Context: an optimization exercise on an open-source flow, tuned for small area, a short achievable clock period and few clock cycles per item. The choices shown serve that exercise and are no tape-out recipe. Function was not checked in any run shown here: the RTL went through the layout flow alone. Power is estimated from default activity; no workload was simulated.

==> flow/design.v, too long to show whole: its modules and the start of the top module <==
// module mul_fa: 11 lines
// module mul_ha: 10 lines
// module dadda_mul: 1796 lines
module dadda_mul
(
    input  logic        clk,
    input  logic        rst_n,
    input  logic        in_valid,
    input  logic        mode,
    input  logic [15:0] a,
    input  logic [15:0] b,
    output logic        out_valid,
    output logic [15:0] hi,
    output logic [15:0] lo
);
  // ...
==> flow/run.sh <==
#!/bin/bash
# synth_recipe.tcl (not shown) runs the flow's synth.tcl, then flattens the netlist and writes it again
# the make line also repeats each setting of config.mk as NAME=value (left out here)
make -C /OpenROAD-flow-scripts/flow DESIGN_CONFIG=/design/flow/config.mk WORK_HOME=/design/flow/orfs CLKGATE_MAP_FILE= SYNTH_SCRIPT=/design/flow/synth_recipe.tcl finish
==> flow/config.mk <==
export PLATFORM = sky130hd
export DESIGN_NAME = dadda_mul
export DESIGN_NICKNAME = dadda_mul
export VERILOG_FILES = /design/flow/design.v
export SDC_FILE = /design/flow/constraint.sdc
export NUM_CORES = 4
export LEC_CHECK = 0
export ABC_AREA = 1
export CAP_MARGIN = 20
export CORE_MARGIN = 2
export CORE_UTILIZATION = 40
export CTS_CLUSTER_DIAMETER = 150
export CTS_CLUSTER_SIZE = 30
export SETUP_SLACK_MARGIN = 2.0
export SLEW_MARGIN = 20
export SYNTH_HIERARCHICAL = 1
export SYNTH_MINIMUM_KEEP_SIZE = 0
==> flow/constraint.sdc <==
create_clock -name core_clock -period 4.0 [get_ports {clk}]
set_input_delay 0.8000 -clock core_clock [delete_from_list [all_inputs] [get_ports {clk}]]
set_output_delay 0.8000 -clock core_clock [all_outputs]
set_load 0.01 [all_outputs]
==> summary.txt, run 1 <==
Run status
  – Status: timing/DRC/antenna clean

Synthesis
  – Average size of a mapped cell: roughly 11 sq um
  – Most used DFF post-synth: dfxtp_1
  – Seq/Total Area, Yosys: between 40% and 50%
  – Cell area after synthesis: approximately 12000 sq um
  – Most frequent cells after synthesis: dfxtp_1, xor2_1, o22ai_1, nand2_1, fa_1

Pwr
  – Largest Pwr Group: combinational logic
  – Sw Pwr: roughly 3400 uW
  – Net Sw Frac: 36.9%
  – Seq pwr: between 3000 and 4000 uW

Clocking
  – H-tree levels: 1
  – Root buffer cell: clkbuf_16

Global routing
  – First-pass GRT wire length: roughly 41000 um
  – Routing usage on met1: 22.0%

Route
  – Routed Antenna Nets: 0

Final layout
  – Final Non-Filler Cells: ~1600
  – Biggest registers after layout: prod: 32 flops, vld: 4 flops
  – Area growth from synthesis to layout: 11.3%
  – Seq cells: roughly 260
  – Seq/total area: between 30% and 40%
  – Multi-input gate area: between 6000 and 7000 sq um
  – Dominant class by area: multi-input combinational cells
  – Final Cell Area: ~14000 sq um

Timing
  – Slew Limit Fails: 0
  – Minimum clock period after layout: between 2 and 2.5 ns
  – # setup viols final: 0
  – Setup Total Neg Slack: 0 ns

Floorplan
  – Die Y: ~180 um
  – CORE AREA: just under 30000 sq um

Setup path
  – Crit-path slowest cell: fa_1
==> run 2: changes to the inputs <==
--- a/flow/design.v
+++ b/flow/design.v
@@ -369,4 +369,2 @@
     logic c288;
-    logic pp142_q2;
-    logic pp160_q2;
     logic s289;
@@ -554,2 +552,3 @@
     logic c368;
+    logic s289_q2;
     logic pp177_q2;
@@ -559,2 +558,3 @@
     logic s291_q2;
+    logic c290_q2;
     logic s371;
@@ -756,8 +756,4 @@
     logic g518;
-    logic s465_q3;
-    logic c464_q3;
     logic p519;
     logic g520;
-    logic s467_q3;
-    logic c466_q3;
     logic p521;
@@ -811,3 +807,7 @@
     logic P550;
+    logic g522_q3;
+    logic p521_q3;
+    logic g520_q3;
     logic G551;
+    logic p519_q3;
     logic P552;
@@ -1215,4 +1215,4 @@
     mul_fa u_s287 (.a(pp123), .b(pp141), .ci(pp159), .s(s287), .co(c288));
-    assign s289 = ~(pp142_q2 ^ pp160_q2);
-    assign c290 = pp142_q2 | pp160_q2;
+    assign s289 = ~(pp142 ^ pp160);
+    assign c290 = pp142 | pp160;
     mul_fa u_s291 (.a(pp143), .b(pp161), .ci(pp178), .s(s291), .co(c292));
@@ -1257,4 +1257,4 @@
     mul_fa u_s367 (.a(s287_q2), .b(pp176_q2), .ci(c284_q2), .s(s367), .co(c368));
-    mul_fa u_s369 (.a(s289), .b(pp177_q2), .ci(c288_q2), .s(s369), .co(c370));
-    mul_ha u_s371 (.a(s291_q2), .b(c290), .s(s371), .co(c372));
+    mul_fa u_s369 (.a(s289_q2), .b(pp177_q2), .ci(c288_q2), .s(s369), .co(c370));
+    mul_ha u_s371 (.a(s291_q2), .b(c290_q2), .s(s371), .co(c372));
     mul_ha u_s373 (.a(s293_q2), .b(c292_q2), .s(s373), .co(c374));
@@ -1357,6 +1357,6 @@
     assign g518 = s463_q3 & c462_q3;
-    assign p519 = s465_q3 ^ c464_q3;
-    assign g520 = s465_q3 & c464_q3;
-    assign p521 = s467_q3 ^ c466_q3;
-    assign g522 = s467_q3 & c466_q3;
+    assign p519 = s465 ^ c464;
+    assign g520 = s465 & c464;
+    assign p521 = s467 ^ c466;
+    assign g522 = s467 & c466;
     assign G523 = pp6_q3 & g470_q3;
@@ -1389,4 +1389,4 @@
     assign P550 = p517 & p515;
-    assign G551 = g522 | (p521 & g520);
-    assign P552 = p521 & p519;
+    assign G551 = g522_q3 | (p521_q3 & g520_q3);
+    assign P552 = p521_q3 & p519_q3;
     assign G553 = s181_q3 & G523;
@@ -1419,4 +1419,4 @@
     assign P580 = P548 & P546;
-    assign G581 = g520 | (p519 & G549);
-    assign P582 = p519 & P550;
+    assign G581 = g520_q3 | (p519_q3 & G549);
+    assign P582 = p519_q3 & P550;
     assign G583 = G551 | (P552 & G549);
@@ -1549,4 +1549,4 @@
     assign sum710 = p517 ^ G673;
-    assign sum711 = p519 ^ G675;
-    assign sum712 = p521 ^ G677;
+    assign sum711 = p519_q3 ^ G675;
+    assign sum712 = p521_q3 ^ G677;
     always_ff @(posedge clk or negedge rst_n)
@@ -1601,4 +1601,2 @@
         two145_q1 <= two145;
-        pp142_q2 <= pp142;
-        pp160_q2 <= pp160;
         s185_q2 <= s185;
@@ -1706,2 +1704,3 @@
         c284_q2 <= c284;
+        s289_q2 <= s289;
         pp177_q2 <= pp177;
@@ -1709,2 +1708,3 @@
         s291_q2 <= s291;
+        c290_q2 <= c290;
         s293_q2 <= s293;
@@ -1758,6 +1758,2 @@
         c462_q3 <= c462;
-        s465_q3 <= s465;
-        c464_q3 <= c464;
-        s467_q3 <= s467;
-        c466_q3 <= c466;
         pp6_q2 <= pp6;
@@ -1781,2 +1777,6 @@
         p481_q3 <= p481;
+        g522_q3 <= g522;
+        p521_q3 <= p521;
+        g520_q3 <= g520;
+        p519_q3 <= p519;
         g472_q3 <= g472;
--- a/flow/config.mk
+++ b/flow/config.mk
@@ -13,3 +13,3 @@
 export CTS_CLUSTER_SIZE = 30
-export SETUP_SLACK_MARGIN = 2.0
+export SETUP_SLACK_MARGIN = 2.1
 export SLEW_MARGIN = 20
==> summary.txt, run 2 <==
Setup path
  – Worst R2R Start: s251_q2
  – Crit Path Class: flop to flop
  – CP endpoint kind: flop
  – Critical path startpoint category: flop
  – Critical Path AT: 2.32 ns
  – R2R cell count: 3
  – Reg2reg end: s443_q3
  – Worst-path fanout max: 1
  – Crit path required time: roughly 4.4 ns
  – Flop-to-flop setup slack: between 2 and 2.5 ns

Worst hold path
  – Hold Path Origin: p469_q2
  – Hold Crit Endpoint: p469_q3
  – Hold depth: 0
  – Type of the most critical hold path: flop to flop

Route
  – Routed Antenna Nets: 0 (unchanged)
  – Initial DRC Count: 528
  – Wire per inst: about 16 um
  – Vias: around 7700
  – DRC: 0
  – DRT Wirelength: between 20000 and 30000 um
  – Total iterations of the first detailed-routing run: 5
  – Vias per Instance: about 4.9

Final layout
  – Commonest non-fill, non-tap cell in the layout: dfxtp_1
  – Top reg by flops: prod
  – Area growth from synthesis to layout: 13.6%
  – Biggest registers after layout: prod: 32 flops, vld: 4 flops
  – Nets@finish: ~1400
  – Final Cell Area: 13800 sq um (+2.1%)
  – Ant diodes: 0
  – Most frequent cells in the layout: dfxtp_1, xor2_1, o22ai_1, nand2_1, fa_1
  – Max reg flops: 32
  – Util after Layout: between 40% and 50%
  – Share of cells above drive strength 1: between 10% and 20%

Timing
  – Slew Limit Fails: 0 (unchanged)
  – Setup Total Neg Slack: 0 ns (unchanged)
  – Hold Vio Cnt, Final: 0
  – Slew HR: between 50% and 60%
  – Minimum clock period after layout: 1.94 ns (-0.0842 ns)
  – Fmax achieved: ~0.51 GHz
  – RSZ-0062 raised after global routing: yes
  – Final worst path period share: 48.6%
  – Fin Clk Skew: around 0.023 ns
  – Min Hold Slack: ~0.34 ns
  – # setup viols final: 0 (unchanged)
  – Worst-margin pin slew: between 0.6 and 0.7 ns

Pwr
  – Maximum vdd drop: between 0.0002 and 0.0003 V
  – Power density over the cells: between 600 and 700 nW/um^2
  – Leak: about 0.0061 uW

Synthesis
  – Most frequent cells after synthesis: dfxtp_1, xor2_1, o22ai_1, nand2_1, fa_1
  – Synth top area share: a little over two fifths
  – Seq/Total Area, Yosys: 43.1% (-0.19 points)
  – Yosys reg bits: 260
  – Post-synthesis cell count: 1132
  – Post-Synth Adder-Cell Area: around a quarter
  – Most used DFF post-synth: dfxtp_1
  – Asr flop ratio synth: 1.54%
  – Yosys Warn Count: 7
  – Mux cell area share after synthesis: 0.650%
  – Yosys cell types: 28
  – Post-Synth Simple-Gate Area: about 7.4%
  – Syn nets: around 1300
  – Xor and xnor area share after synthesis: a little over a tenth
  – Number of enable flip-flop cells after synthesis: 0
  – Most frequent cell after synthesis: dfxtp_1
  – Compound-cell area share of the yosys netlist: 8.04%
  – Cell area after synthesis: 12100 sq um (about the same)
  – Average size of a mapped cell: 10.7 sq um (+0.32%)
  – Cell taking the most area after synthesis: dfxtp_1
  – Ranking of synthesized cells by area: dfxtp_1, fa_1, xor2_1
  – Largest family of logic cells by synthesized area: adder cells

Global routing
  – Most crowded layer after global routing: met2
  – Number of antenna violations at the first check in global routing: 0
  – Routing usage on met1: 22.5% (+0.46 points)
  – Met2 Usage GRT: around 28%
  – Largest net degree at the start of global routing: 32
  – First-pass GRT wire length: 41200 um (-0.22%)
  – Met3 Use GR: approximately 2.7%
  – GRT Util Overall: approximately 17%
  – Congestion Overflow GR: 0
  – Vias in the first global route: approximately 8000

Job
  – Max-cap viol count: 0

Place
  – Gpl congestion: 0.816
  – Post-DP Area: approximately 13000 sq um
  – I/O Buffers: 68
  – Post-DP HPWL: approximately 18000 um

Clocking
  – H-tree levels: 1 (unchanged)
  – Clock sink count: 260
  – Clock transition at path regs: 0.12 ns
  – Root buffer cell: clkbuf_16
  – Hold buffers post-CTS: 0
  – Clock buffer depth: 3
  – CTS Buf Count: 12
  – Clk Latency, worst-skew pair: about 0.5 ns
  – CTS tree: yes

Floorplan
  – Die Wd: 178 um
  – Initial core utilization: approximately 41%
  – DIE AREA: about 32000 sq um
  – Row cnt: between 60 and 70
  – Die Y: 178 um (about the same)
  – Number of I/O pins: between 60 and 70
  – CORE AREA: 29700 sq um (unchanged)

Run status
  – Status: timing/DRC/antenna clean
## run 2: cell count changes in the layout (fill, tap and decap cells not counted), moves of 10 or more
cell             change
dfxtp_2             +27
clkdlybuf4s15_1     +26
dlygate4sd2_1       -33
buf_4               +10
fa_2                +12
dfxtp_1             -28
fa_1                -12
## run 2: routing by layer
metal | wire length, um | vias up
met5 | 0 | -
met3 | 1720 | 26
met4 | 456 | 0
li1 | - | 3739
met2 | 12000 | 238
met1 | 11400 | 3733
## run 2: through the flow
stage                     setup WS, ns  cells  total power, uW
after detailed placement          1.79   1543             8200
after global placement            1.82   1543             8080
after CTS                         2.05   1561             9550
after global routing              2.01   1574            10600
after floorplan                   2.10   1132             6880
final                             2.06   1574             9530
## run 2: worst max-delay path, cell delays in order, from the launching register on
cell and delay, ns:
dfxtp_2 0.36, fa_2 0.57, fa_1 0.43, fa_1 0.45
## run 2: what timing repair did
action,CTS,global route
setup buffers,2,12
endpoints found under the setup margin,133,86
hold endpoints to repair,0,0
gates cloned,0,1
gates resized for setup,97,71
pin swaps,37,18
## run 2: power breakdown
part	switching, uW	internal (uW)	total [uW]
logic	2330	1890	4220
clock network	814	603	1420
registers	389	3510	3900
total	3530	6000	9530
## run 2: layout make-up
type                       instances  area, sq um
clock buffer                      15          333
clock inverter                     1         11.3
inverter                         112          465
timing repair inverter             1         5.00
multi-input combinational        710         6370
timing repair buffer              85          828
sequential                       260         5280
tap                              390          488
fill                            2714        15900
## run 2: cells by family (layout without fill, tap and decap cells)
group                    count (synthesis)  after routing
AND/OR/NAND/NOR                        216            216
XOR/XNOR                               151            151
adder cells (fa/ha/maj)                174            174
AO/OA/AOI/OAI                          162            162
flip-flops                             260            260
multiplexers                             7              7
buffers and inverters                  162            214
## run 2: modules after synthesis, one instance, submodules excluded
module     cells inside  flops+latches  copies in the design  cell area [sq um]
dadda_mul           994            260                     1               9600
mul_ha                1              0                    31               12.5
mul_fa                1              0                   107               20.0
## run 2: how the worst max path moves through the flow
stage	start	slack, ns	cells after the start	endpoint
after CTS	c234_q2	2.05	3	s439_q3
after detailed placement	b_1_q1	1.79	4	s251_q2
final	s251_q2	2.06	3	s443_q3
after floorplan	s233_q2	2.10	3	s437_q3
after global routing	s243_q2	2.01	3	s439_q3
after global placement	b_1_q1	1.82	4	s251_q2
==> run 3: changes to the inputs <==
--- a/flow/config.mk
+++ b/flow/config.mk
@@ -13,2 +13,3 @@
 export CTS_CLUSTER_SIZE = 30
+export GPL_TIMING_DRIVEN = 1
 export SETUP_SLACK_MARGIN = 2.1
==> summary.txt, run 3 <==
Floorplan
  – Die Wd: 178 um (unchanged)
  – CORE AREA: 29700 sq um (unchanged)
  – Row cnt: 63 (unchanged)
  – Number of I/O pins: 69 (unchanged)
  – Initial core utilization: 40.8% (unchanged)
  – Die Y: 178 um (unchanged)
  – DIE AREA: 31700 sq um (unchanged)

Synthesis
  – Average size of a mapped cell: 10.7 sq um (unchanged)
  – Yosys cell types: 28 (unchanged)
  – Yosys reg bits: 260 (unchanged)
  – Most frequent cells after synthesis: dfxtp_1, xor2_1, o22ai_1, nand2_1, fa_1
  – Cell taking the most area after synthesis: dfxtp_1
  – Cell area after synthesis: 12100 sq um (unchanged)
  – Syn nets: 1342 (unchanged)
  – Number of enable flip-flop cells after synthesis: 0 (unchanged)
  – Seq/Total Area, Yosys: 43.1% (unchanged)
  – Most frequent cell after synthesis: dfxtp_1
  – Most used DFF post-synth: dfxtp_1
  – Ranking of synthesized cells by area: dfxtp_1, fa_1, xor2_1
  – Asr flop ratio synth: 1.54% (unchanged)
  – Post-synthesis cell count: 1132 (unchanged)
  – Synth top area share: 42.2% (unchanged)
  – Yosys Warn Count: 7 (unchanged)

Final layout
  – Share of cells above drive strength 1: 12.5% (unchanged)
  – # fillers: 2714 (unchanged)
  – Most frequent cells in the layout: dfxtp_1, xor2_1, o22ai_1, nand2_1, fa_1
  – Biggest registers after layout: prod: 32 flops, vld: 4 flops
  – Area growth from synthesis to layout: 13.6% (unchanged)
  – Multi-input gate area: 6370 sq um (unchanged)
  – FF/Latch Area: 5280 sq um (unchanged)
  – Max reg flops: 32 (unchanged)
  – Ant diodes: 0 (unchanged)
  – Top reg by flops: prod
  – Nets@finish: 1392 (unchanged)
  – Commonest non-fill, non-tap cell in the layout: dfxtp_1

Place
  – Place WS: 1.79 ns (unchanged)
  – Gpl congestion: 0.816 (unchanged)
  – Post-DP HPWL: 18400 um (unchanged)
  – I/O Buffers: 68 (unchanged)

Timing
  – # setup viols final: 0 (unchanged)
  – Setup Total Neg Slack: 0 ns (unchanged)
  – Slew Limit Fails: 0 (unchanged)
  – RSZ-0062 raised after global routing: yes
  – Worst-margin pin slew: 0.644 ns (unchanged)
  – Hold Vio Cnt, Final: 0 (unchanged)
  – PnR worst setup slack: 2.06 ns (unchanged)
  – Final worst path period share: 48.6% (unchanged)
  – Slew HR: 57.0% (unchanged)
  – Fin Clk Skew: 0.0228 ns (unchanged)
  – Minimum clock period after layout: 1.94 ns (unchanged)
  – Fmax achieved: 0.515 GHz (unchanged)

Route
  – Routed Antenna Nets: 0 (unchanged)
  – Initial DRC Count: 528 (unchanged)
  – Vias: 7736 (unchanged)
  – Wire per inst: 16.2 um (unchanged)
  – Total iterations of the first detailed-routing run: 5 (unchanged)
  – Vias per Instance: 4.91 (unchanged)
  – DRT Wirelength: 25500 um (unchanged)
  – DRC: 0 (unchanged)

Clocking
  – Clock transition at path regs: 0.12 ns (about the same)
  – H-tree levels: 1 (unchanged)
  – CTS tree: yes
  – Root buffer cell: clkbuf_16
  – Clk Latency, worst-skew pair: 0.50 ns (about the same)
  – CTS Buf Count: 12 (unchanged)
  – Clock buffer depth: 3 (unchanged)
  – Clock sink count: 260 (unchanged)

Pwr
  – Maximum vdd drop: 0.000294 V (unchanged)
  – Sequential power share: 40.9% (about the same)
  – Net Sw Frac: 37.0% (unchanged)
  – Leak: 0.00609 uW (unchanged)
  – Power density over the cells: 691 nW/um^2 (unchanged)
  – Power Internal: 6000 uW (unchanged)
  – Sw Pwr: 3530 uW (unchanged)
  – Logic gate share of total power: 44.2% (about the same)
  – Clock group share of total power: 14.9% (about the same)

Job
  – Max-cap viol count: 0 (unchanged)

Setup path
  – Critical path startpoint category: flop
  – CP endpoint kind: flop
  – Critical Path AT: 2.32 ns (about the same)
  – Crit path required time: 4.37 ns (about the same)
  – Worst-path fanout max: 1 (unchanged)
  – Crit Path Class: flop to flop

Global routing
  – Largest net degree at the start of global routing: 32 (unchanged)
  – Number of antenna violations at the first check in global routing: 0 (unchanged)
  – Congestion Overflow GR: 0 (unchanged)
  – GRT Util Overall: 16.7% (unchanged)
  – First-pass GRT wire length: 41200 um (unchanged)
  – Vias in the first global route: 7804 (unchanged)

Run status
  – Status: timing/DRC/antenna clean

Worst hold path
  – Type of the most critical hold path: flop to flop
## run 3: cell counts in the layout (fill, tap and decap cells not counted)
Identical to the previous run, type by type.
## run 3: worst max-delay path, cell delays in order (launching register included)
cell,delay (ns)
dfxtp_2,0.36
fa_2,0.57
fa_1,0.43
fa_1,0.45
## run 3: routing by layer
| metal | share of wire [%] | wire, um | GRT usage [%] | up-vias |
|---|---|---|---|---|
| li1 | - | - | - | 3739 |
| met4 | 1.8 | 456 | 3.76 | 0 |
| met1 | 44 | 11400 | 22.5 | 3733 |
| met5 | 0 | 0 | 0 | - |
| met2 | 47 | 12000 | 28.1 | 238 |
| met3 | 6.7 | 1720 | 2.66 | 26 |
## run 3: what timing repair did
item,in CTS,in global routing
pin swaps,37,18
hold buffers,0,0
cloned,0,1
gates resized for setup,97,71
setup endpoints to repair,133,86
buffers inserted,2,12
hold endpoints to repair,0,0
## run 3: cell families after synthesis
group	count (synthesis)	synth area share (%)
simple gates	216	7.37
flops	260	43.1
mux	7	0.650
xor+xnor	151	10.9
compound gates	162	8.04
buf+inv	162	5.33
fa+ha+maj	174	24.6
## run 3: metrics by stage
step / hold WS [ns] / total power (uW) / area (sq um) / instances / util, %
floorplan: 0.310 / 6880 / 12100 / 1132 / -
detailed placement: 0.312 / 8200 / 13100 / 1543 / 44.1
global route: 0.344 / 10600 / 13800 / 1574 / 46.4
global placement: 0.312 / 8080 / 13100 / 1543 / 44.1
finish: 0.336 / 9530 / 13800 / 1574 / 46.4
CTS: 0.337 / 9550 / 13500 / 1561 / 45.5
## run 3: final cells by class
type,instances,share of cell area (%)
inverters,112,3.38
well taps,390,3.54
clock inverters,1,0.0817
flip-flops and latches,260,38.3
repair inverters,1,0.0363
repair buffers,85,6.01
multi-input cells,710,46.2
clock buffers,15,2.41
## run 3: path summary, 6_finish.rpt
path	startpoint	endpoint	slack [ns]	depth (start not counted)
setup reg to reg	s251_q2	s443_q3	2.06	3
min in group asynchronous	rst_n	vld[3]	0.50	1
hold reg to reg	p469_q2	p469_q3	0.34	0
hold / removal	p469_q2	p469_q3	0.34	0
setup / recovery	s251_q2	s443_q3	2.06	3
max in group asynchronous	rst_n	vld[0]	3.35	1
## run 3: power by group through the flow
stage                     sequential (uW)  combinational [uW]  clock (uW)
after detailed placement             3930                4270           0
after CTS                            3880                4190        1480
final                                3900                4220        1420
after global routing                 3990                5020        1570
after floorplan                      3900                2970           0
after global placement               3910                4170           0
## run 3: Yosys stat by module (local to each module, per instance)
| module | cell area [sq um] | flip-flops and latches | cells |
|---|---|---|---|
| dadda_mul | 9600 | 260 | 994 |
| mul_fa | 20.0 | 0 | 1 |
| mul_ha | 12.5 | 0 | 1 |
==> run 4: changes to the inputs <==
--- a/flow/config.mk
+++ b/flow/config.mk
@@ -14,3 +14,3 @@
 export GPL_TIMING_DRIVEN = 1
-export SETUP_SLACK_MARGIN = 2.1
+export SETUP_SLACK_MARGIN = 2.0
 export SLEW_MARGIN = 20
==> summary.txt, run 4 <==
Run status
  – Status: timing/DRC/antenna clean

Route
  – DRT Wirelength: 25000 um (-2.0%)
  – Vias per Instance: 4.88 (-0.65%)
  – Vias: 7632 (-1.3%)
  – Wire per inst: 16.0 um (-1.3%)
  – Total iterations of the first detailed-routing run: 5 (unchanged)
  – Routed Antenna Nets: 0 (unchanged)
  – DRC: 0 (unchanged)
  – Initial DRC Count: 542 (+2.7%)

Final layout
  – Share of cells above drive strength 1: 6.56% (-5.9 points)
  – FF/Latch Area: 5240 sq um (-0.76%)
  – Util after Layout: 45.4% (-1.0 points)
  – Ant diodes: 0 (unchanged)
  – Most frequent cells in the layout: dfxtp_1, xor2_1, o22ai_1, nand2_1, fa_1
  – Max reg flops: 32 (unchanged)
  – Commonest non-fill, non-tap cell in the layout: dfxtp_1
  – # fillers: 2777 (+2.3%)
  – Final Cell Area: 13500 sq um (-2.2%)
  – Biggest registers after layout: prod: 32 flops, vld: 4 flops
  – Nets@finish: 1381 (-0.79%)
  – Multi-input gate area: 6260 sq um (-1.7%)
  – Top reg by flops: prod
  – Area growth from synthesis to layout: 11.2%

Synthesis
  – Yosys reg bits: 260 (unchanged)
  – Yosys Warn Count: 7 (unchanged)
  – Average size of a mapped cell: 10.7 sq um (unchanged)
  – Ranking of synthesized cells by area: dfxtp_1, fa_1, xor2_1
  – Yosys cell types: 28 (unchanged)
  – Most frequent cell after synthesis: dfxtp_1
  – Seq/Total Area, Yosys: 43.1% (unchanged)
  – Number of enable flip-flop cells after synthesis: 0 (unchanged)
  – Cell area after synthesis: 12100 sq um (unchanged)
  – Most frequent cells after synthesis: dfxtp_1, xor2_1, o22ai_1, nand2_1, fa_1
  – Post-synthesis cell count: 1132 (unchanged)
  – Asr flop ratio synth: 1.54% (unchanged)
  – Cell taking the most area after synthesis: dfxtp_1
  – Most used DFF post-synth: dfxtp_1
  – Synth top area share: 42.2% (unchanged)
  – Syn nets: 1342 (unchanged)

Clocking
  – Clk Latency, worst-skew pair: 0.50 ns (about the same)
  – Clock buffer depth: 3 (unchanged)
  – Root buffer cell: clkbuf_16
  – Clock transition at path regs: 0.12 ns (about the same)
  – CTS tree: yes
  – CTS Buf Count: 12 (unchanged)
  – H-tree levels: 1 (unchanged)
  – Clock sink count: 260 (unchanged)

Setup path
  – Crit Path Class: flop to flop
  – Crit path required time: 4.37 ns (about the same)
  – Worst path cell trace: fa_1 > fa_1 > fa_1
  – CP endpoint kind: flop
  – CP bufs+invs: 0 (unchanged)
  – Crit-path slowest cell: fa_1
  – Critical path startpoint category: flop
  – Delay-heaviest family, CP: adder cells
  – Critical Path AT: 2.34 ns (+0.02 ns)
  – Max stage delay on crit path: 0.54 ns (-0.03 ns)
  – Worst-path fanout max: 1 (unchanged)
  – CP most frequent cell: fa_1

Global routing
  – Number of antenna violations at the first check in global routing: 0 (unchanged)
  – First-pass GRT wire length: 41200 um (-0.13%)
  – Vias in the first global route: 7805 (+0.013%)
  – GRT Util Overall: 16.6% (-0.032 points)
  – Congestion Overflow GR: 0 (unchanged)
  – Largest net degree at the start of global routing: 32 (unchanged)

Timing
  – Slew HR: 37.1% (-20 points)
  – Hold Vio Cnt, Final: 0 (unchanged)
  – Fin Clk Skew: 0.0215 ns (-0.00132 ns)
  – PnR worst setup slack: 2.04 ns (-0.0173 ns)
  – Worst-margin pin slew: 0.942 ns (+0.297 ns)
  – Slew Limit Fails: 0 (unchanged)
  – RSZ-0062 raised after global routing: yes
  – Fmax achieved: 0.510 GHz (-0.88%)
  – # setup viols final: 0 (unchanged)
  – Setup Total Neg Slack: 0 ns (unchanged)
  – Final worst path period share: 49.0% (+0.43 points)
  – Minimum clock period after layout: 1.96 ns (+0.0173 ns)

Floorplan
  – Number of I/O pins: 69 (unchanged)
  – Die Wd: 178 um (unchanged)
  – CORE AREA: 29700 sq um (unchanged)
  – Row cnt: 63 (unchanged)
  – DIE AREA: 31700 sq um (unchanged)
  – Die Y: 178 um (unchanged)
  – Initial core utilization: 40.8% (unchanged)

Place
  – Post-DP HPWL: 18400 um (unchanged)
  – Post-DP Area: 13100 sq um (unchanged)
  – I/O Buffers: 68 (unchanged)
  – Place WS: 1.79 ns (unchanged)
  – Gpl congestion: 0.816 (unchanged)

Pwr
  – Sw Pwr: 3460 uW (-2.0%)
  – Net Sw Frac: 37.1% (+0.089 points)
  – Sequential power share: 41.3% (+0.4 points)
  – Power Internal: 5860 uW (-2.4%)
  – Leak: 0.00606 uW (-0.57%)
  – Logic gate share of total power: 43.4% (-0.8 points)
  – Maximum vdd drop: 0.000295 V (+0.24%)
  – Clock group share of total power: 15.2% (+0.3 points)
  – Power density over the cells: 691 nW/um^2 (-0.11%)

Worst hold path
  – Type of the most critical hold path: flop to flop

Job
  – Max-cap viol count: 0 (unchanged)
run 4: layer usage:
| metal | vias to the layer above | GRT usage, % | part of all wire (%) |
|---|---|---|---|
| met1 | 3675 | 22.4 | 45 |
| met3 | 27 | 2.69 | 5.7 |
| li1 | 3713 | - | - |
| met2 | 217 | 28.1 | 47 |
| met4 | 0 | 3.76 | 1.9 |
| met5 | - | 0 | 0 |
run 4: kinds of logic (layout without fill, tap and decap cells):
group | Yosys count | in the layout | share of synthesized area (%)
xor+xnor | 151 | 151 | 10.9
buf+inv | 162 | 203 | 5.33
flops | 260 | 260 | 43.1
compound gates | 162 | 162 | 8.04
fa+ha+maj | 174 | 174 | 24.6
mux | 7 | 7 | 0.650
simple gates | 216 | 216 | 7.37
run 4: path summary, 6_finish.rpt:
kind / startpoint / to / slack, ns / depth (start not counted)
setup / recovery: s251_q2 / s443_q3 / 2.04 / 3
hold / removal: p469_q2 / p469_q3 / 0.34 / 0
setup reg to reg: s251_q2 / s443_q3 / 2.04 / 3
hold reg to reg: p469_q2 / p469_q3 / 0.34 / 0
max in group asynchronous: rst_n / vld[0] / 3.35 / 1
min in group asynchronous: rst_n / vld[3] / 0.49 / 1
run 4: per-module statistics from Yosys, one instance, submodules excluded:
| module | cell area [sq um] | copies in the design | cells inside |
|---|---|---|---|
| mul_ha | 12.5 | 31 | 1 |
| dadda_mul | 9600 | 1 | 994 |
| mul_fa | 20.0 | 107 | 1 |
run 4: layout make-up:
type	instances	share of cell area (%)
Multi-Input combinational cell	710	46.4
Sequential cell	260	38.8
Timing Repair Buffer	75	5.16
Tap cell	390	3.62
Inverter	112	3.38
Clock buffer	15	2.47
Clock inverter	1	0.0835
run 4: per-stage QoR:
step	power [uW]	cells	hold WS, ns
detailed placement	8200	1543	0.312
CTS	9530	1561	0.337
floorplan	6880	1132	0.310
global route	10400	1563	0.345
finish	9310	1563	0.337
global placement	8080	1543	0.312
run 4: power groups by stage:
| stage | registers [uW] | logic, uW | clock network, uW |
|---|---|---|---|
| 2_1_floorplan | 3900 | 2970 | 0 |
| 3_3_place_gp | 3910 | 4170 | 0 |
| 3_5_place_dp | 3930 | 4270 | 0 |
| 4_1_cts | 3870 | 4180 | 1480 |
| 5_1_grt | 3940 | 4860 | 1570 |
| 6_report | 3850 | 4050 | 1420 |
run 4: repair_timing:
action,4_1_cts,5_1_grt
endpoints found under the setup margin,67,56
pin swaps,4,18
gates resized for setup,48,18
setup buffers,2,2
hold buffers,0,0
==> run 5: changes to the inputs <==
--- a/flow/config.mk
+++ b/flow/config.mk
@@ -13,4 +13,3 @@
 export CTS_CLUSTER_SIZE = 30
-export GPL_TIMING_DRIVEN = 1
-export SETUP_SLACK_MARGIN = 2.0
+export SETUP_SLACK_MARGIN = 2.2
 export SLEW_MARGIN = 20
==> summary.txt, run 5 <==
Route
  – Vias: 7982 (+4.6%)
  – Wire per inst: 16.9 um (+5.6%)
  – M1 wire length: 11900 um (+4.7%)
  – Met3 wire len: 1760 um (+22%)
  – DRC: 0 (unchanged)
  – Max Used Layer: met4
  – Total iterations of the first detailed-routing run: 5 (unchanged)
  – Routed Antenna Nets: 0 (unchanged)
  – DR WL met2: 12600 um (+7.6%)
  – Vias per Instance: 5.00 (+2.4%)
  – DRT Wirelength: 27000 um (+7.8%)
  – Initial DRC Count: 556 (+2.6%)

Final layout
  – Area growth from synthesis to layout: 16.9%
  – Ant diodes: 0 (unchanged)
  – Nets@finish: 1414 (+2.4%)
  – Biggest registers after layout: prod: 32 flops, vld: 4 flops
  – # fillers: 2696 (-2.9%)
  – FF/Latch Area: 5290 sq um (+1.0%)
  – Multi-input gate area: 6510 sq um (+3.9%)
  – Max reg flops: 32 (unchanged)
  – Util after Layout: 47.7% (+2.3 points)
  – Most frequent cells in the layout: dfxtp_1, xor2_1, o22ai_1, nand2_1, fa_1
  – Top reg by flops: prod
  – Share of cells above drive strength 1: 20.1% (+14 points)
  – Commonest non-fill, non-tap cell in the layout: dfxtp_1

Setup path
  – Worst-path fanout max: 1 (unchanged)
  – CP endpoint kind: flop
  – Delay-heaviest family, CP: adder cells
  – Crit-path slowest cell: fa_2
  – Worst path cell trace: fa_2 > fa_1 > fa_2
  – Max stage delay on crit path: 0.58 ns (+0.04 ns)
  – CP most frequent cell: fa_2
  – Critical Path AT: 2.38 ns (+0.04 ns)
  – Critical path startpoint category: flop
  – Crit path required time: 4.43 ns (+0.06 ns)
  – CP bufs+invs: 0 (unchanged)
  – Crit Path Class: flop to flop

Pwr
  – Maximum vdd drop: 0.000280 V (-5.1%)
  – Sequential power share: 39.9% (-1.4 points)
  – Net Sw Frac: 37.7% (+0.59 points)
  – Power Internal: 6120 uW (+4.5%)
  – Leak: 0.00622 uW (+2.7%)
  – Sw Pwr: 3710 uW (+7.2%)
  – Post-layout total power: 9830 uW (+5.5%)
  – Power density over the cells: 693 nW/um^2 (+0.37%)
  – Logic gate share of total power: 45.7% (+2.3 points)
  – Clock group share of total power: 14.4% (-0.8 points)

Synthesis
  – Number of enable flip-flop cells after synthesis: 0 (unchanged)
  – Most frequent cell after synthesis: dfxtp_1
  – Synth top area share: 42.2% (unchanged)
  – Most frequent cells after synthesis: dfxtp_1, xor2_1, o22ai_1, nand2_1, fa_1
  – Syn nets: 1342 (unchanged)
  – Yosys reg bits: 260 (unchanged)
  – Asr flop ratio synth: 1.54% (unchanged)
  – Ranking of synthesized cells by area: dfxtp_1, fa_1, xor2_1
  – Cell taking the most area after synthesis: dfxtp_1
  – Yosys Warn Count: 7 (unchanged)
  – Seq/Total Area, Yosys: 43.1% (unchanged)
  – Cell area after synthesis: 12100 sq um (unchanged)
  – Average size of a mapped cell: 10.7 sq um (unchanged)
  – Most used DFF post-synth: dfxtp_1
  – Yosys cell types: 28 (unchanged)
  – Post-synthesis cell count: 1132 (unchanged)

Place
  – Gpl congestion: 0.836 (+2.5%)
  – I/O Buffers: 68 (unchanged)
  – Post-DP HPWL: 18400 um (+0.29%)

Run status
  – Status: timing/DRC/antenna clean

Timing
  – RSZ-0062 raised after global routing: yes
  – Worst-margin pin slew: 0.623 ns (-0.319 ns)
  – Hold Vio Cnt, Final: 0 (unchanged)
  – Setup Total Neg Slack: 0 ns (unchanged)
  – Slew HR: 58.5% (+21 points)
  – # setup viols final: 0 (unchanged)
  – Final worst path period share: 48.6% (-0.43 points)
  – Fmax achieved: 0.515 GHz (+0.89%)
  – Minimum clock period after layout: 1.94 ns (-0.0174 ns)
  – Fin Clk Skew: 0.0258 ns (+0.00432 ns)
  – Slew Limit Fails: 0 (unchanged)

Clocking
  – Root buffer cell: clkbuf_16
  – Clk Latency, worst-skew pair: 0.50 ns (about the same)
  – Clock sink count: 260 (unchanged)
  – Clock buffer depth: 3 (unchanged)
  – H-tree levels: 1 (unchanged)
  – CTS Buf Count: 12 (unchanged)
  – Clock transition at path regs: 0.11 ns (about the same)
  – CTS tree: yes

Global routing
  – Vias in the first global route: 8186 (+4.9%)
  – GRT Util Overall: 17.1% (+0.43 points)
  – First-pass GRT wire length: 42500 um (+3.2%)
  – Number of antenna violations at the first check in global routing: 1 (+1)
  – Largest net degree at the start of global routing: 32 (unchanged)
  – Congestion Overflow GR: 0 (unchanged)

Floorplan
  – Die Y: 178 um (unchanged)
  – DIE AREA: 31700 sq um (unchanged)
  – CORE AREA: 29700 sq um (unchanged)
  – Initial core utilization: 40.8% (unchanged)
  – Number of I/O pins: 69 (unchanged)
  – Row cnt: 63 (unchanged)
  – Die Wd: 178 um (unchanged)

Job
  – Max-cap viol count: 0 (unchanged)

Worst hold path
  – Type of the most critical hold path: flop to flop
## run 5: repair_timing
action / in CTS / in global routing
setup buffers: 12 / 25
pin swaps: 18 / 18
resized for setup: 211 / 69
setup endpoints to repair: 160 / 115
hold buffers: 0 / 0
## run 5: area by class of cell
cell class,count,area share [%]
multi-input combinational,710,45.9
sequential,260,37.3
timing repair buffer,108,7.30
inverter,112,3.61
tap,390,3.44
clock buffer,15,2.35
clock inverter,1,0.0794
## run 5: cells by family after synthesis
family / Yosys count / synth area share (%)
flops: 260 / 43.1
simple gates: 216 / 7.37
fa+ha+maj: 174 / 24.6
compound gates: 162 / 8.04
buf+inv: 162 / 5.33
xor+xnor: 151 / 10.9
mux: 7 / 0.650
## run 5: worst paths after layout
check                      endpoint  slack [ns]     from  cells past startpoint
max in group asynchronous    vld[2]        3.34    rst_n                      1
min                         prod[0]        0.33  p469_q3                      0
max                         s435_q3        2.06  s227_q2                      3
min in group asynchronous    vld[0]        0.49    rst_n                      1
min reg2reg                 prod[0]        0.33  p469_q3                      0
max reg2reg                 s435_q3        2.06  s227_q2                      3
## run 5: through the flow
step	area [sq um]	hold slack, ns	setup slack, ns	cells
finish	14200	0.334	2.06	1596
global route	14200	0.344	2.00	1596
CTS	13600	0.337	2.06	1571
detailed placement	13100	0.314	1.65	1543
global placement	13100	0.313	1.76	1543
floorplan	12200	0.310	2.14	1132
## run 5: Yosys stat by module (local to each module, per instance)
| module | times used | area (sq um) | flip-flops and latches | cells |
|---|---|---|---|---|
| dadda_mul | 1 | 9600 | 260 | 994 |
| mul_fa | 107 | 20.0 | 0 | 1 |
| mul_ha | 31 | 12.5 | 0 | 1 |
## run 5: per-layer routing
metal / vias up / track usage, %
met4: 0 / 4.30
met2: 279 / 28.6
met3: 41 / 1.85
li1: 3774 / -
met5: - / 0
met1: 3888 / 23.6
## run 5: power groups by stage
stage,Combinational [uW],Clock [uW],Sequential (uW)
detailed placement,4240,0,3950
floorplan,2940,0,3900
CTS,4310,1470,3920
finish,4490,1410,3920
global route,5290,1550,4010
global placement,4130,0,3930
## run 5: worst reg2reg max path, cell delays in order, from the launching register on
cell	delay, ns
dfxtp_2	0.35
fa_2	0.58
fa_1	0.44
fa_2	0.53
==> run 6: changes to the inputs <==
--- a/flow/config.mk
+++ b/flow/config.mk
@@ -10,6 +10,6 @@
 export CORE_MARGIN = 2
-export CORE_UTILIZATION = 40
+export CORE_UTILIZATION = 60
 export CTS_CLUSTER_DIAMETER = 150
 export CTS_CLUSTER_SIZE = 30
-export SETUP_SLACK_MARGIN = 2.2
+export SETUP_SLACK_MARGIN = 2.1
 export SLEW_MARGIN = 20
==> summary.txt, run 6 <==
Run status
  – Status: timing/DRC/antenna clean

Global routing
  – Largest net degree at the start of global routing: 32 (unchanged)
  – Most crowded layer after global routing: met2
  – Vias in the first global route: 7852 (-4.1%)
  – Routing usage on met1: 34.0% (+10 points)
  – Met3 Use GR: 3.69% (+1.8 points)
  – Congestion Overflow GR: 0 (unchanged)
  – Number of antenna violations at the first check in global routing: 1 (unchanged)
  – GRT Util Overall: 23.7% (+6.6 points)
  – First-pass GRT wire length: 40400 um (-4.8%)
  – Met2 Usage GRT: 38.0% (+9.4 points)

Route
  – Vias per Instance: 5.30 (+6.0%)
  – Initial DRC Count: 483 (-13%)
  – DRC: 0 (unchanged)
  – DRT Wirelength: 24400 um (-9.6%)
  – Wire per inst: 16.9 um (-0.25%)
  – Vias: 7669 (-3.9%)
  – Routed Antenna Nets: 0 (unchanged)
  – Total iterations of the first detailed-routing run: 5 (unchanged)

Pwr
  – Power Internal: 6010 uW (-1.9%)
  – Post-layout total power: 9550 uW (-2.9%)
  – Clock group share of total power: 14.5% (about the same)
  – Sequential power share: 40.7% (+0.8 points)
  – Sw Pwr: 3540 uW (-4.5%)
  – Net Sw Frac: 37.1% (-0.62 points)
  – Logic gate share of total power: 44.8% (-0.9 points)
  – Leak: 0.00609 uW (-2.1%)
  – Power density over the cells: 700 nW/um^2 (+1.1%)
  – Maximum vdd drop: 0.000513 V (+83%)

Place
  – Placed instance count: 1423 (-7.8%)
  – I/O Buffers: 68 (unchanged)
  – Post-DP HPWL: 17200 um (-6.6%)
  – Post-DP Area: 12900 sq um (-1.3%)
  – Gpl congestion: 0.824 (-1.4%)

Floorplan
  – Die Y: 146 um (-18%)
  – CORE AREA: 20000 sq um (-33%)
  – Die Wd: 146 um (-18%)
  – DIE AREA: 21400 sq um (-33%)
  – Number of I/O pins: 69 (unchanged)
  – Row cnt: 52 (-17%)
  – Initial core utilization: 60.5% (+20 points)

Job
  – Max-cap viol count: 0 (unchanged)

Timing
  – Minimum clock period after layout: 1.94 ns (-0.00343 ns)
  – Slew HR: 58.0% (-0.52 points)
  – Worst-margin pin slew: 0.630 ns (+0.00786 ns)
  – Hold Vio Cnt, Final: 0 (unchanged)
  – Slew Limit Fails: 0 (unchanged)
  – Fin Clk Skew: 0.0247 ns (-0.00108 ns)
  – # setup viols final: 0 (unchanged)
  – Final worst path period share: 48.5% (-0.086 points)
  – Fmax achieved: 0.515 GHz (+0.18%)
  – Setup Total Neg Slack: 0 ns (unchanged)
  – RSZ-0062 raised after global routing: yes

Final layout
  – Area growth from synthesis to layout: 12.3%
  – Nets@finish: 1385 (-2.1%)
  – Top reg by flops: prod
  – Share of cells above drive strength 1: 11.8% (-8.3 points)
  – Util after Layout: 68.0% (+20 points)
  – Ant diodes: 0 (unchanged)
  – Biggest registers after layout: prod: 32 flops, vld: 4 flops
  – Final Cell Area: 13600 sq um (-3.9%)
  – Most frequent cells in the layout: dfxtp_1, xor2_1, o22ai_1, nand2_1, fa_1
  – Commonest non-fill, non-tap cell in the layout: dfxtp_1
  – Final Non-Filler Cells: 1446 (-9.4%)
  – Max reg flops: 32 (unchanged)

Clocking
  – CTS Buf Count: 12 (unchanged)
  – H-tree levels: 1 (unchanged)
  – Clock buffer depth: 3 (unchanged)
  – Clock transition at path regs: 0.11 ns (about the same)
  – CTS tree: yes
  – Root buffer cell: clkbuf_16
  – Clock sink count: 260 (unchanged)
  – Hold buffers post-CTS: 0 (unchanged)
  – Clk Latency, worst-skew pair: 0.49 ns (about the same)

Synthesis
  – Most frequent cell after synthesis: dfxtp_1
  – Post-synthesis cell count: 1132 (unchanged)
  – Average size of a mapped cell: 10.7 sq um (unchanged)
  – Asr flop ratio synth: 1.54% (unchanged)
  – Cell taking the most area after synthesis: dfxtp_1
  – Yosys Warn Count: 7 (unchanged)
  – Synth top area share: 42.2% (unchanged)
  – Syn nets: 1342 (unchanged)
  – Most used DFF post-synth: dfxtp_1
  – Yosys cell types: 28 (unchanged)
  – Most frequent cells after synthesis: dfxtp_1, xor2_1, o22ai_1, nand2_1, fa_1
  – Seq/Total Area, Yosys: 43.1% (unchanged)
  – Ranking of synthesized cells by area: dfxtp_1, fa_1, xor2_1
  – Number of enable flip-flop cells after synthesis: 0 (unchanged)
  – Cell area after synthesis: 12100 sq um (unchanged)
  – Yosys reg bits: 260 (unchanged)

Worst hold path
  – Type of the most critical hold path: flop to flop

Setup path
  – Crit Path Class: flop to flop
  – Crit path required time: 4.37 ns (-0.06 ns)
  – Critical path startpoint category: flop
  – Critical Path AT: 2.31 ns (-0.07 ns)
  – CP endpoint kind: flop
  – Worst-path fanout max: 1 (unchanged)
## run 6: cell counts after synthesis
No cell type changed its count.
## run 6: power by group through the flow
stage / Clock, uW / Combinational, uW / Sequential, uW
floorplan: 0 / 2970 / 3900
global placement: 0 / 4110 / 3910
detailed placement: 0 / 4230 / 3930
CTS: 1430 / 4160 / 3870
global route: 1510 / 5020 / 3970
finish: 1380 / 4270 / 3890
## run 6: critical path, stage by stage, from the launching register on
cell     delay [ns]
dfxtp_1        0.38
fa_1           0.45
fa_2           0.58
fa_1           0.40
## run 6: layer usage
metal,routed length [um],up-vias,part of all wire [%]
li1,-,3716,-
met1,11500,3700,47
met2,10900,212,45
met3,1310,39,5.4
met4,589,2,2.4
met5,13,-,0.053
## run 6: cell type report
cell class | count | area [sq um]
Multi-Input combinational cell | 710 | 6400
Timing Repair Buffer | 79 | 805
Fill cell | 1632 | 6410
Inverter | 112 | 462
Sequential cell | 260 | 5280
Clock buffer | 14 | 329
Tap cell | 270 | 338
Clock inverter | 1 | 11.3
## run 6: Yosys stat by module, one instance, submodules excluded
module | cell area, sq um | copies in the design
dadda_mul | 9600 | 1
mul_fa | 20.0 | 107
mul_ha | 12.5 | 31
## run 6: final timing paths
path / slack [ns] / startpoint / end / cells past startpoint
worst max-delay path: 2.06 / s261_q2 / s445_q3 / 3
worst min-delay path: 0.34 / pp6_q2 / pp6_q3 / 0
worst max register to register: 2.06 / s261_q2 / s445_q3 / 3
worst min register to register: 0.34 / pp6_q2 / pp6_q3 / 0
max in group asynchronous: 3.34 / rst_n / vld[0] / 1
min in group asynchronous: 0.49 / rst_n / vld[2] / 1
## run 6: logic make-up after synthesis
logic type	after synthesis	share of synthesized area, %
multiplexers	7	0.650
buffers and inverters	162	5.33
flip-flops	260	43.1
AND/OR/NAND/NOR	216	7.37
XOR/XNOR	151	10.9
AO/OA/AOI/OAI	162	8.04
adder cells (fa/ha/maj)	174	24.6
## run 6: what timing repair did
item	CTS	global route
setup endpoints to repair	153	68
pin swaps	40	24
endpoints found under the hold margin	0	0
resized for setup	88	60
buffers inserted	2	6
## run 6: metrics by stage
step                worst slack [ns]  hold slack [ns]
floorplan                       2.10            0.310
global placement                1.64            0.314
detailed placement              1.59            0.313
CTS                             2.03            0.336
global route                    2.01            0.330
finish                          2.06            0.335

==> what the ideal ports hide <==
In the flow no input, the clock included, has a driving cell. The finished layouts below were timed again as built, in two steps. Step 1: set_driving_cell puts a clkbuf_16 on clk and a buf_2 on each other input, an assumption about the parent block. Step 2 times the ports against the registers' clock, not the clock port: input delays grow and output delays shrink by t, the midpoint of the rising clock arrivals with the driver on. Three values: no drivers, after step 1, after step 2; two values: the first two.
run	t (ns)	setup WS [ns]	clock arrival spread, ns	slew at the worst register clock pin (ns)	worst slew at a driven data input, ns
run 1	0.530	1.972 / 1.972 / 1.972	0.019 / 0.019	0.12 / 0.12	0.04
run 2	0.536	2.056 / 2.056 / 2.056	0.025 / 0.025	0.12 / 0.12	0.05
run 3	0.536	2.056 / 2.056 / 2.056	0.025 / 0.025	0.12 / 0.12	0.05
run 4	0.537	2.039 / 2.021 / 2.039	0.024 / 0.024	0.12 / 0.12	0.05
run 5	0.532	2.056 / 2.056 / 2.056	0.028 / 0.028	0.12 / 0.12	0.05
run 6	0.529	2.060 / 2.060 / 2.060	0.027 / 0.026	0.12 / 0.12	0.04
After both steps every run listed still meets setup and hold.
